Background: an optimization exercise with open tools, aiming at small area, a short achievable clock period and few clock cycles. Do not read the settings as production practice.
No functional check of the RTL was part of any run shown here.
Power figures rest on the tool's default switching activity, not on a simulated workload.

==> flow/design.v, too long to show whole: its modules and the start of the top module <==
// module requant_argmax_pipe: 1298 lines
module requant_argmax_pipe #(
  parameter int ACC_W       = 25,
  parameter int OUT_W       = 8,
  parameter int MULT_W      = 16,
  parameter int SHIFT_W     = 5,
  parameter int NUM_CLASSES = 10,
  parameter int IDX_W       = $clog2(NUM_CLASSES)
) (
  input  logic                     clk,
  input  logic                     rst_n,
  input  logic                     cfg_load,
  input  logic signed [ACC_W-1:0]  cfg_bias,
  input  logic        [MULT_W-1:0] cfg_mult,
  input  logic       [SHIFT_W-1:0] cfg_shift,
  input  logic                     cfg_round,
  input  logic signed [OUT_W-1:0]  cfg_offset,
  input  logic signed [OUT_W-1:0]  cfg_min,
  input  logic signed [OUT_W-1:0]  cfg_max,
  output logic                     busy,
  input  logic                     in_valid,
  output logic                     in_ready,
  input  logic signed [ACC_W-1:0]  in_data,
  input  logic                     in_last,
  output logic                     out_valid,
  input  logic                     out_ready,
  output logic signed [OUT_W-1:0]  out_data,
  output logic                     out_last,
  output logic                     argmax_valid,
  output logic        [IDX_W-1:0]  argmax_idx,
  output logic signed [OUT_W-1:0]  argmax_val
);
  // ...
==> flow/flow/run.sh <==
#!/bin/bash
# The standard ORFS layout (standard.sh), with two changes to how it is
# made: repair_timing aims for 8.5 ns of setup slack at the design's clock
# period, and the port buffers are buf_2.
set -euo pipefail
bash standard.sh SETUP_SLACK_MARGIN=8.5 "BUFFER_PORTS_ARGS=-buffer_cell sky130_fd_sc_hd__buf_2" finish > standard_flow.log 2>&1
==> flow/standard.sh <==
#!/bin/bash
# synth_recipe.tcl (not shown) runs the flow's synth.tcl, then flattens the netlist and writes it again
# the make line also repeats each setting of config.mk as NAME=value (left out here)
make -C /OpenROAD-flow-scripts/flow DESIGN_CONFIG=/design/flow/config.mk WORK_HOME=/design/flow/orfs CLKGATE_MAP_FILE= SYNTH_SCRIPT=/design/flow/synth_recipe.tcl "${@:-finish}"
==> flow/config.mk <==
export PLATFORM = sky130hd
export DESIGN_NAME = requant_argmax_pipe
export DESIGN_NICKNAME = requant_argmax_pipe
export VERILOG_FILES = /design/flow/design.v
export SDC_FILE = /design/flow/constraint.sdc
export NUM_CORES = 4
export LEC_CHECK = 0
export CAP_MARGIN = 20
export CORE_MARGIN = 2
export CORE_UTILIZATION = 40
export SLEW_MARGIN = 20
==> flow/constraint.sdc <==
create_clock -name core_clock -period 12.0 [get_ports {clk}]
set_input_delay 2.4000 -clock core_clock [delete_from_list [all_inputs] [get_ports {clk}]]
set_output_delay 2.4000 -clock core_clock [all_outputs]
set_load 0.01 [all_outputs]
==> results.json, run 1 <==
{
  "yosysTopAreaCell": "dfxtp_1",
  "synth_xor_area_frac": 0.1002,
  "relSlewSlack": 0.3598,
  "tightest_slew_ns": 0.9590,
  "port_buffers": 126,
  "synth.area.mux_share": 0.04389,
  "tapCellCount": 864,
  "worst_path_dominant_cell_family": "compound AO/OA/AOI/OAI gates",
  "area_growth_pct": 17.69,
  "ys.warnings.count": 1,
  "ys_top_cells_by_area": "dfxtp_1 (21%), fa_1 (13%), ha_1 (8.2%)",
  "regToRegSetupSlack_ns": 8.24,
  "status": "complete, no violations",
  "cp_data_required_time_ns": 12.44,
  "viasPerCell": 5.717,
  "drive_above_1_share": 0.2096,
  "fin_skew_ns": 0.02760,
  "combPwrFrac": 0.654,
  "reg_top3": "pa_q x42, pb_q x41, buf_q x36",
  "crit_fanout": 3,
  "p_clk_frac": 0.138,
  "drc_errors": 0,
  "worstSetupEndpoint": "s_q[18]",
  "finish.utilization": 0.4762,
  "dieArea_um2": 68580,
  "min_from": "lt_q",
  "rsz0062_at_grt": "true",
  "yosys-top-cells-count": "nand2_1 (297), dfxtp_1 (273), inv_1 (254), a22oi_1 (204)",
  "r2r-start": "s_q[24]",
  "max_stage_delay_ns": 0.34,
  "fp-row-count": 94,
  "seqAreaFraction": 0.2201
}
==> run 2: changes to the inputs <==
--- a/flow/design.v
+++ b/flow/design.v
@@ -72,22 +72,28 @@
       bneg_q   <= bneg_d;
       shift_q  <= cfg_shift;
       rc_q     <= cfg_round && (cfg_shift != '0);
       offset_q <= cfg_offset;
       min_q    <= cfg_min;
       max_q    <= cfg_max;
     end
   end
+  logic signed [24:0] d_q;
   logic signed [25:0] s_q;
   logic        [41:0] pa_q, pb_q;
   logic        [10:0] u_q;
   logic               fits_q, sgn_q;
-  logic               vs_q, vt_q, vu_q;
-  logic               ls_q, lt_q, lu_q;
+  logic               vd_q, vs_q, vt_q, vu_q;
+  logic               ld_q, ls_q, lt_q, lu_q;
+  logic signed [25:0] s_sum;
+  logic        [25:0] sadd_a, sadd_b;
+  assign sadd_a = {d_q[24], d_q};
+  assign sadd_b = {bias_q[24], bias_q};
+  assign s_sum = sadd_a + sadd_b;
   logic signed [25:0] s;
   logic        [41:0] pa, pb;
   logic        [8:0]  mul_one;
   logic        [7:0]  mul_two, mul_neg;
   assign s = s_q;
   assign mul_one = bone_q;
   assign mul_two = btwo_q;
   assign mul_neg = bneg_q;
@@ -1161,23 +1167,34 @@
   assign mul_w390 = (~mul_y7[26] & mul_y8[24]) | (~mul_y7[26] & mul_w312) | (mul_y8[24] & mul_w312);
   logic mul_w391;
   logic mul_w392;
   assign mul_w391 = mul_y8[25] ^ 1'b1;
   assign mul_w392 = mul_y8[25] & 1'b1;
   assign pa = {mul_w391, mul_w389, mul_w387, mul_w385, mul_w383, mul_w381, mul_w379, mul_w377, mul_w375, mul_w373, mul_w371, mul_w369, mul_w367, mul_w365, mul_w363, mul_w361, mul_w359, mul_w357, mul_w355, mul_w353, mul_w351, mul_w349, mul_w347, mul_w345, mul_w343, mul_w341, mul_w339, mul_w337, mul_w335, mul_w333, mul_w331, mul_w329, mul_w327, mul_w325, mul_w323, mul_w321, mul_w319, mul_w317, mul_w315, mul_w313, mul_y0[1], mul_y0[0]};
   assign pb = {mul_w390, mul_w388, mul_w386, mul_w384, mul_w382, mul_w380, mul_w378, mul_w376, mul_w374, mul_w372, mul_w370, mul_w368, mul_w366, mul_w364, mul_w362, mul_w360, mul_w358, mul_w356, mul_w354, mul_w352, mul_w350, mul_w348, mul_w346, mul_w344, mul_w342, mul_w340, mul_w338, mul_w336, mul_w334, mul_w332, mul_w330, mul_w328, mul_w326, mul_w324, mul_w322, mul_w320, mul_w318, mul_w316, mul_w314, mul_neg1, 1'b0, mul_neg0};
   logic signed [41:0] p;
-  logic signed [42:0] u;
-  logic [31:0] dif, msk;
-  logic fits_d;
+  logic        [41:0] x0;
+  logic        [25:0] x1;
+  logic        [17:0] x2;
+  logic        [13:0] x3;
+  logic        [11:0] x4;
+  logic        [10:0] x5;
+  logic        [31:0] dif, msk;
+  logic               sg, fits_d;
+  assign p = pa_q + pb_q;
   always_comb begin
-    p      = pa_q + pb_q;
-    u      = $signed({p, 1'b0}) >>> shift_q;
-    dif    = p[40:9] ^ {32{p[41]}};
+    sg     = p[41];
+    x0     = {p[40:0], 1'b0};
+    x1     = shift_q[4] ? x0[41:16] : x0[25:0];
+    x2     = shift_q[3] ? x1[25:8] : x1[17:0];
+    x3     = shift_q[2] ? x2[17:4] : x2[13:0];
+    x4     = shift_q[1] ? x3[13:2] : x3[11:0];
+    x5     = shift_q[0] ? x4[11:1] : x4[10:0];
+    dif    = p[40:9] ^ {32{sg}};
     for (int j = 0; j < 32; j++) msk[j] = (5'(j) >= shift_q);
     fits_d = ~|(dif & msk);
   end
   logic signed [11:0] kx, hi_d, lo_d, hi_q, lo_q;
   logic               mm_q;
   logic        [8:0]  t9;
   logic               gt, lt, selmax, selmin;
   logic signed [7:0]  res;
@@ -1188,73 +1205,79 @@
     t9     = u_q[8:0] + {offset_q, rc_q};
     gt     = $signed({u_q[10], u_q}) >= hi_q;
     lt     = $signed({u_q[10], u_q}) < lo_q;
     selmax = mm_q || (!fits_q && !sgn_q) || (fits_q && gt);
     selmin = (!fits_q && sgn_q) || (fits_q && lt);
     res    = selmax ? max_q : selmin ? min_q : t9[8:1];
   end
   always_ff @(posedge clk) begin
-    s_q    <= in_data + bias_q;
-    ls_q   <= in_last;
+    d_q    <= in_data;
+    ld_q   <= in_last;
+    s_q    <= s_sum;
+    ls_q   <= ld_q;
     pa_q   <= pa;
     pb_q   <= pb;
     lt_q   <= ls_q;
-    u_q    <= u[10:0];
+    u_q    <= x5;
     fits_q <= fits_d;
-    sgn_q  <= p[41];
+    sgn_q  <= sg;
     lu_q   <= lt_q;
     hi_q   <= hi_d;
     lo_q   <= lo_d;
     mm_q   <= min_q > max_q;
   end
   logic              rdy_q, busy_q;
   logic        [2:0] n_q, n_d;
-  logic              acc, dlv, ld_head, hv_q, hl_q;
+  logic              acc, dlv, ld_head, hv_q, hl_q, busy_d, rdy_d;
   logic signed [7:0] hd_q;
-  logic        [8:0] buf_q [0:3];
+  logic        [8:0] buf_q [0:4];
   logic        [2:0] rp_q, wp_q, bc_q;
   logic              to_buf, from_buf;
   logic        [8:0] bhead;
   assign in_ready  = rdy_q;
   assign busy      = busy_q;
   assign out_valid = hv_q;
   assign out_data  = hd_q;
   assign out_last  = hl_q;
   always_comb begin
     acc      = in_valid && rdy_q;
     dlv      = hv_q && out_ready;
     n_d      = n_q + 3'(acc) - 3'(dlv);
+    busy_d   = acc || (n_q > 3'd1) || ((n_q == 3'd1) && !dlv);
+    rdy_d    = (n_q < 3'd5) || ((n_q == 3'd5) && (dlv || !acc)) || ((n_q == 3'd6) && dlv && !acc);
     ld_head  = dlv || !hv_q;
     from_buf = ld_head && (bc_q != '0);
     to_buf   = vu_q && !(ld_head && bc_q == '0);
     bhead    = buf_q[rp_q];
   end
   always_ff @(posedge clk) begin
     if (!rst_n) begin
       n_q    <= '0;
       rdy_q  <= 1'b1;
       busy_q <= 1'b0;
+      vd_q   <= 1'b0;
       vs_q   <= 1'b0;
       vt_q   <= 1'b0;
       vu_q   <= 1'b0;
       hv_q   <= 1'b0;
       rp_q   <= '0;
       wp_q   <= '0;
       bc_q   <= '0;
     end else begin
       n_q    <= n_d;
-      rdy_q  <= n_d <= 3'd4;
-      busy_q <= n_d != '0;
-      vs_q   <= acc;
+      rdy_q  <= rdy_d;
+      busy_q <= busy_d;
+      vd_q   <= acc;
+      vs_q   <= vd_q;
       vt_q   <= vs_q;
       vu_q   <= vt_q;
       if (ld_head) hv_q <= (bc_q != '0) || vu_q;
-      if (from_buf) rp_q <= 3'(rp_q[1:0] + 2'd1);
-      if (to_buf)   wp_q <= 3'(wp_q[1:0] + 2'd1);
+      if (from_buf) rp_q <= (rp_q == 3'd4) ? '0 : rp_q + 3'd1;
+      if (to_buf)   wp_q <= (wp_q == 3'd4) ? '0 : wp_q + 3'd1;
       bc_q <= bc_q + 3'(to_buf) - 3'(from_buf);
     end
   end
   always_ff @(posedge clk) begin
     if (ld_head) begin
       hd_q <= from_buf ? bhead[8:1] : res;
       hl_q <= from_buf ? bhead[0] : lu_q;
     end
==> flow/config.mk (replaced) <==
export PLATFORM = sky130hd
export DESIGN_NAME = requant_argmax_pipe
export DESIGN_NICKNAME = requant_argmax_pipe
export VERILOG_FILES = /design/flow/design.v
export SDC_FILE = /design/flow/constraint.sdc
export NUM_CORES = 4
export LEC_CHECK = 0
export CAP_MARGIN = 20
export CORE_MARGIN = 2
export CORE_UTILIZATION = 40
export CTS_CLUSTER_DIAMETER = 80
export CTS_CLUSTER_SIZE = 25
export SLEW_MARGIN = 20
==> run 2 against run 1 <==
  * Sequential power up 7%
  * Fmax up 20%
  * Via count down 2.2%
  * Clock power down 16%
  * Setup slack better by 0.71 ns
  * Combinational power down 19%
==> results.json, run 2 <==
{
  "status": "complete, no violations",
  "postPlaceCellArea_um2": 27910,
  "final_cell_mix": "dfxtp_1 (253), inv_1 (251), nand2_1 (238)",
  "wl_per_cell_um": 20.59,
  "h-tree-depth": 1,
  "yosysTopAreaCellShare": 0.2278,
  "regToRegSetupSlack_ns": 8.43,
  "n_fill_cell": 6259,
  "regMostFlops": "buf_q",
  "hold_viol": 0,
  "arrival_ns": 1.24,
  "post-route-period-util": 0.3037,
  "holdPathEnd": "lu_q",
  "powerDensity_nw_per_um2": 236.2,
  "cts_tree": "built",
  "place_ws_ns": 7.518,
  "maxCapViolCount": 0,
  "fin_skew_ns": 0.02232,
  "num_io_pins": 127,
  "endpoint_kind": "output port",
  "port_buffers": 126,
  "cts_buffers": 24,
  "grt_start_max_net_pins": 88,
  "yosysTopAreaCell": "dfxtp_1",
  "hold_path.class": "reg -> reg",
  "ys_top_cells_by_area": "dfxtp_1 (23%), fa_1 (13%), ha_1 (8.4%)",
  "mappedNetlistArea_um2": 26630,
  "drt_wl_total_um": 78760,
  "die_w_um": 262.0,
  "multi_input_area_um2": 18110,
  "drive_above_1_share": 0.1739,
  "startpoint_type": "flip-flop",
  "clkSinkCount": 357,
  "largest_reg_flops": 45,
  "tightest_slew_ns": 1.016,
  "detailroute.via_count": 21790,
  "ys.warnings.count": 1,
  "min_from": "lt_q",
  "cp_slowest_cell": "edfxtp_1",
  "cts.path.max_buffers": 3,
  "async_flop_share": 0,
  "crit_fanout": 3,
  "core_um2": 65860,
  "synth_cells": 2902,
  "dp_hpwl_um": 54810,
  "ys_ff_latch": 357,
  "yosys.cell_count.top_type": "dfxtp_1",
  "drt_first_pass_iters": 6,
  "setup_slack_ns": 8.356,
  "yosys_most_used_dff": "dfxtp_1",
  "cts_root_buf": "clkbuf_16",
  "grt_pass1_wl_um": 123300,
  "postLayoutCellArea_um2": 30420,
  "min_period_ns": 3.644,
  "p_leak_nw": 12.51,
  "antenna_found_initial": 0,
  "path_class": "reg -> out",
  "die-height_um": 262.0,
  "cp_data_required_time_ns": 9.60,
  "r2r_end": "fits_q",
  "drv_slew": 0,
  "dieArea_um2": 68650,
  "clock_latency_ns": 0.59,
  "overflow": 0,
  "nets": 3399,
  "grt_pass1_vias": 22230,
  "path_buf_inv": 1,
  "postRouteAntennaNets": 0,
  "fp-row-count": 94,
  "r2r-start": "pa_q[11]",
  "relSlewSlack": 0.3224,
  "worst_path_dominant_cell_family": "flip-flops",
  "yosys-top-cells-count": "dfxtp_1 (303), inv_1 (255), nand2_1 (243), a22oi_1 (205)",
  "clk_pin_slew_ns": 0.09,
  "first_iter_violations": 2077,
  "crit_chain": "buf_2",
  "area_growth_pct": 14.25,
  "syn_avg_cell_area_um2": 9.175,
  "ir_drop_uv": 116.1,
  "fin_tns_setup_ns": 0,
  "reg_top3": "buf_q x45, pa_q x42, pb_q x41",
  "n_antenna_cell": 0,
  "synth_edf_count": 54,
  "max_stage_delay_ns": 0.47,
  "synth_cell_types": 98,
  "max_freq_ghz": 0.2744,
  "ys_seq_area_frac": 0.2887,
  "regArea_um2": 7780,
  "hold_depth": 0,
  "gp_congestion": 0.9067,
  "rsz0062_at_grt": "true",
  "final_common_cell": "dfxtp_1",
  "start_util": 0.4043,
  "viasPerCell": 5.698,
  "worstRegToRegCells": 12,
  "drc_errors": 0,
  "setup_viol": 0,
  "grt_util_all_layers": 0.2258,
  "synth_nets": 3356
}
-- run 2: cell count changes after synthesis, moves of 11 or more --
cell and change:
nand2_1 -54, nor2b_1 -13, dfxtp_1 +30, a31oi_1 +11, o21ai_1 +11, and2_1 -11
a21oi_1 +77, clkbuf_1 -14, o211a_1 -12, o211ai_1 -17, nand3_1 -17, a21boi_0 -66
nor2_1 +40
-- run 2: worst max path at each step --
| stage | from | to | cells after the start |
|---|---|---|---|
| floorplan | out_ready | bc_q[2] | 11 |
| detailed placement | out_ready | bc_q[2] | 12 |
| CTS | hd_q[7] | out_data[7] | 1 |
| global placement | out_ready | bc_q[2] | 12 |
| finish | hd_q[7] | out_data[7] | 1 |
| global route | hd_q[7] | out_data[7] | 1 |
-- run 2: area by class of cell --
cell class                 instances  area share
clock inverter                    14    0.007609
multi-input combinational       2077      0.5955
clock buffer                      28     0.02196
timing repair buffer             223     0.05125
sequential                       357      0.2557
inverter                         262     0.03245
tap                              864     0.03554
-- run 2: metrics by stage --
step	instances	util	hold WS (ns)	power [mW]
finish	3825	0.4619	0.3350	7.185
global route	3825	0.4619	0.3529	7.725
CTS	3792	0.4501	0.3352	6.938
detailed placement	3716	0.4238	0.3121	5.683
global placement	3715	0.4237	0.3115	5.613
floorplan	2902	-	0.3096	4.517
-- run 2: kinds of logic (layout without fill, tap and decap cells) --
group / Yosys count / count (layout) / share of synthesized area
adder cells (fa/ha/maj): 354 / 354 / 0.2153
buffers and inverters: 469 / 527 / 0.06706
AND/OR/NAND/NOR: 593 / 593 / 0.1034
multiplexers: 87 / 87 / 0.04060
XOR/XNOR: 298 / 298 / 0.09802
AO/OA/AOI/OAI: 744 / 745 / 0.1870
flip-flops: 357 / 357 / 0.2887
-- run 2: layer usage --
layer	GRT usage	vias up	part of all wire
li1	-	10100	-
met1	0.2900	10610	0.42
met2	0.3868	889	0.48
met3	0.03356	198	0.067
met4	0.08019	0	0.037
met5	0	-	0
-- run 2: repair_timing --
action	4_1_cts	5_1_grt
setup buffers	33	32
gates resized for setup	141	129
setup endpoints to repair	159	111
hold buffers	0	0
cloned	1	1
pin swaps	36	36
-- run 2: power by group --
part / total [mW] / switching, mW / internal [mW]
Combinational: 4.39 / 2.49 / 1.90
Clock: 0.954 / 0.489 / 0.464
Sequential: 1.84 / 0.302 / 1.54
Total: 7.18 / 3.28 / 3.90

[port drivers added, routing unchanged]
How much do the figures lean on ideal ports? The routed layouts below were timed once more, with nothing changed but the port constraints.
Step 1 (the two cells are an assumption about what drives the block):
set clk [get_ports {clk}]
set_driving_cell -lib_cell sky130_fd_sc_hd__clkbuf_16 $clk
set_driving_cell -lib_cell sky130_fd_sc_hd__buf_2 [delete_from_list [all_inputs] $clk]
Step 2, shift: input delay + t, output delay - t, t = (earliest + latest rising clock arrival at the registers) / 2. This alone moves slack from input paths to output paths.
Slacks: ideal / step 1 / step 2; pairs: ideal / step 1.
run	shift t [ns]	setup slack, ns	hold WS [ns]	worst slew at a driven data input, ns
run 1	0.631	7.644 / 7.655 / 7.024	0.329 / 0.329 / 0.329	0.09
run 2	0.641	8.356 / 8.295 / 7.822	0.335 / 0.335 / 0.335	0.08
After both steps every run listed still meets setup and hold. For run 1, which loses most, drivers alone change the setup slack by +0.011 ns; drivers and shift together by -0.620 ns.
